From an optimization exercise on the open Yosys and OpenROAD flow, aimed at small area, a short achievable clock period and few clock cycles per item; shortcuts taken in it are not production practice.

run 1:
==> flow/design.v (excerpt) <==
module sad_disparity_core #(
    parameter int CAMERA_HSIZE   = 100,
    parameter int CAMERA_VSIZE   = 100,
    parameter int PIXEL_WIDTH    = 8,
    parameter int MAX_DISP       = 16,
    parameter int WIN_SIZE       = 5,
    parameter int BUF_ADDR_WIDTH = 32,
    parameter int DISP_WIDTH     = 4,
    localparam int COST_WIDTH    = PIXEL_WIDTH + $clog2(WIN_SIZE) + 1
) (
    input  logic                      clk,
    input  logic                      rst_n,
    input  logic                      frame_start,
    output logic [BUF_ADDR_WIDTH-1:0] buf_raddr,
    output logic                      buf_rready,
    input  logic                      buf_rvalid,
    input  logic [PIXEL_WIDTH-1:0]    buf_rdata_l,
    input  logic [PIXEL_WIDTH-1:0]    buf_rdata_r,
    output logic [DISP_WIDTH-1:0]     disp_out,
    output logic                      disp_valid,
    input  logic                      disp_ready,
    output logic                      sad_done
);
    localparam int PW      = PIXEL_WIDTH;
    localparam int NUM_PIX = CAMERA_HSIZE * CAMERA_VSIZE;
    localparam int AW      = $clog2(NUM_PIX);
    localparam int XW      = $clog2(CAMERA_HSIZE);
    localparam int SW      = $clog2(WIN_SIZE * ((1 << PW) - 1) + 1);   
    localparam int NRH     = MAX_DISP + WIN_SIZE;                       
    localparam int NLH     = WIN_SIZE + 1;                              
    localparam int CAP     = 6;                                         
    localparam int FD      = CAP - 1;                                   
    localparam int FPW     = $clog2(FD);
    localparam int FLN     = NRH + 1;                                   
    localparam int FLW     = $clog2(FLN + 1);
    logic [FLW-1:0]   fl_cnt;
    logic             flush;
    logic             running;
    logic             reading;
    logic             rr;
    logic [AW-1:0]    addr;
    logic [AW-1:0]    addr_inc;
    logic             addr_last;
    logic [2:0]       cnt;
    logic             iv;
    logic             done_q;
    assign flush      = (fl_cnt != FLW'(FLN));
    assign buf_rready = rr;
    assign buf_raddr  = BUF_ADDR_WIDTH'(addr);
  ...
Settings: LEC_CHECK=0, CAP_MARGIN=20, CORE_MARGIN=2, CORE_UTILIZATION=40, SLEW_MARGIN=20; clock period 30.0 ns.
standard.sh (not shown) runs the stock make flow with config.mk's settings and CLKGATE_MAP_FILE= SYNTH_SCRIPT=/design/flow/synth_recipe.tcl, a recipe that flattens the netlist after the stock synthesis.
==> flow/flow/run.sh <==
#!/bin/bash
# The standard layout (standard.sh, all ORFS steps unchanged) with one difference:
# the buffers that global placement puts on every input and output port are
# sky130_fd_sc_hd__buf_4 instead of the delay cell buffer_ports picks by default.
# make's full output goes to standard.log; each ORFS step keeps its own log under orfs/logs.
set -euo pipefail
export BUFFER_PORTS_ARGS="-buffer_cell sky130_fd_sc_hd__buf_4"
bash standard.sh > standard.log 2>&1
> inputs changed (run 1 -> run 2)
--- a/flow/design.v
+++ b/flow/design.v
@@ -185,58 +185,61 @@
     logic [MAX_DISP-1:0] vd;       
     always_comb begin
         for (int d = 0; d < MAX_DISP; d++) vd[d] = (int'(scol) >= d + WIN_SIZE - 1);
     end
     logic [SW-1:0] w1v [8];
     logic          w1i [8];
     logic [SW-1:0] w2v [4];
     logic [1:0]    w2i [4];
-    logic [SW-1:0] w3v [2];
-    logic [2:0]    w3i [2];
     always_comb begin
         logic sel;
         for (int k = 0; k < 8; k++) begin
             sel    = vd[2*k+1] & (s[2*k+1] < s[2*k]);
             w1v[k] = sel ? s[2*k+1] : s[2*k];
             w1i[k] = sel;
         end
         for (int j = 0; j < 4; j++) begin
             sel    = vd[4*j+2] & (w1v[2*j+1] < w1v[2*j]);
             w2v[j] = sel ? w1v[2*j+1] : w1v[2*j];
             w2i[j] = sel ? {1'b1, w1i[2*j+1]} : {1'b0, w1i[2*j]};
         end
-        for (int i = 0; i < 2; i++) begin
-            sel    = vd[8*i+4] & (w2v[2*i+1] < w2v[2*i]);
-            w3v[i] = sel ? w2v[2*i+1] : w2v[2*i];
-            w3i[i] = sel ? {1'b1, w2i[2*i+1]} : {1'b0, w2i[2*i]};
-        end
-    end
-    logic [SW-1:0] av [2];
-    logic [2:0]    ai [2];
-    logic          a_v8;
+    end
+    logic [SW-1:0] av [4];
+    logic [1:0]    ai [4];
+    logic          a_v4, a_v8, a_v12;
     logic          a_vld;
     always_ff @(posedge clk) begin
-        for (int i = 0; i < 2; i++) begin
-            av[i] <= w3v[i];
-            ai[i] <= w3i[i];
-        end
-        a_v8 <= vd[8];
+        for (int j = 0; j < 4; j++) begin
+            av[j] <= w2v[j];
+            ai[j] <= w2i[j];
+        end
+        a_v4  <= vd[4];
+        a_v8  <= vd[8];
+        a_v12 <= vd[12];
     end
     always_ff @(posedge clk or negedge rst_n) begin
         if (!rst_n) a_vld <= 1'b0;
         else        a_vld <= sv;
     end
     logic [DISP_WIDTH-1:0] pd;
     logic [SW-1:0]         pc;
     always_comb begin
-        logic s4;
-        s4 = a_v8 & (av[1] < av[0]);
-        pd = DISP_WIDTH'(s4 ? {1'b1, ai[1]} : {1'b0, ai[0]});
-        pc = s4 ? av[1] : av[0];
+        logic          s3a, s3b, s4;
+        logic [SW-1:0] v3a, v3b;
+        logic [2:0]    i3a, i3b;
+        s3a = a_v4  & (av[1] < av[0]);
+        s3b = a_v12 & (av[3] < av[2]);
+        v3a = s3a ? av[1] : av[0];
+        v3b = s3b ? av[3] : av[2];
+        i3a = s3a ? {1'b1, ai[1]} : {1'b0, ai[0]};
+        i3b = s3b ? {1'b1, ai[3]} : {1'b0, ai[2]};
+        s4  = a_v8 & (v3b < v3a);
+        pd  = DISP_WIDTH'(s4 ? {1'b1, i3b} : {1'b0, i3a});
+        pc  = s4 ? v3b : v3a;
     end
     localparam int OW = DISP_WIDTH;
     logic [OW-1:0] pword;
     assign pword = pd;
     logic [OW-1:0]  fifo [FD];
     logic [FPW-1:0] wp, rp;
     logic [FPW:0]   fcnt;
     logic           f_empty;
Findings:
Comparing the two runs side by side, run 2 comes out behind run 1 on area of the mapped netlist.
Against run 1 as the reference, run 2 delivers a higher utilization after layout.
Going from run 1 to run 2, sum of routed wire segments on met1 grew slightly.
The fraction of final layout cells sized beyond drive strength 1 on run 1 is in line with that on run 2.
Routed wire length: higher on run 1
Taking run 2 as 1.0, run 1 lands at 1.05 on number of distinct standard cells referenced by the synthesized netlist.
The final design instance area without fill of run 2 exceeds that of run 1 by 520 um^2.
No functional check of the RTL was part of any run of this note.

==> port drivers added, routing unchanged <==
No port has a modelled driver above. Below, the same layouts with a new extraction and two added sets of constraints. Step 1, drivers: a clkbuf_16 drives clk and a buf_2 each remaining input, both assumed. Step 2 adds t to the input delays and takes it off the output delays; t is the mean of the earliest and latest rising clock arrival at the registers after step 1. Input paths then give back, and output paths get back, about the clock's delay inside the block. Slacks: no drivers / after step 1 / after step 2; pairs: no drivers / after step 1.
| run | t (ns) | setup WS [ns] | worst setup path after step 2 | worst slew at a driven data input, ns |
|---|---|---|---|---|
| run 1 | 0.692 | 22.705 / 22.673 / 22.499 | input, reset recovery | 0.05 |
| run 2 | 0.686 | 22.419 / 22.440 / 21.754 | input, reset recovery | 0.05 |
After both steps every run listed still meets setup and hold. The setup slack of run 2, which loses most, moves by +0.021 ns with the drivers and by -0.665 ns with both steps. The worst setup slack also covers recovery checks on asynchronous resets.
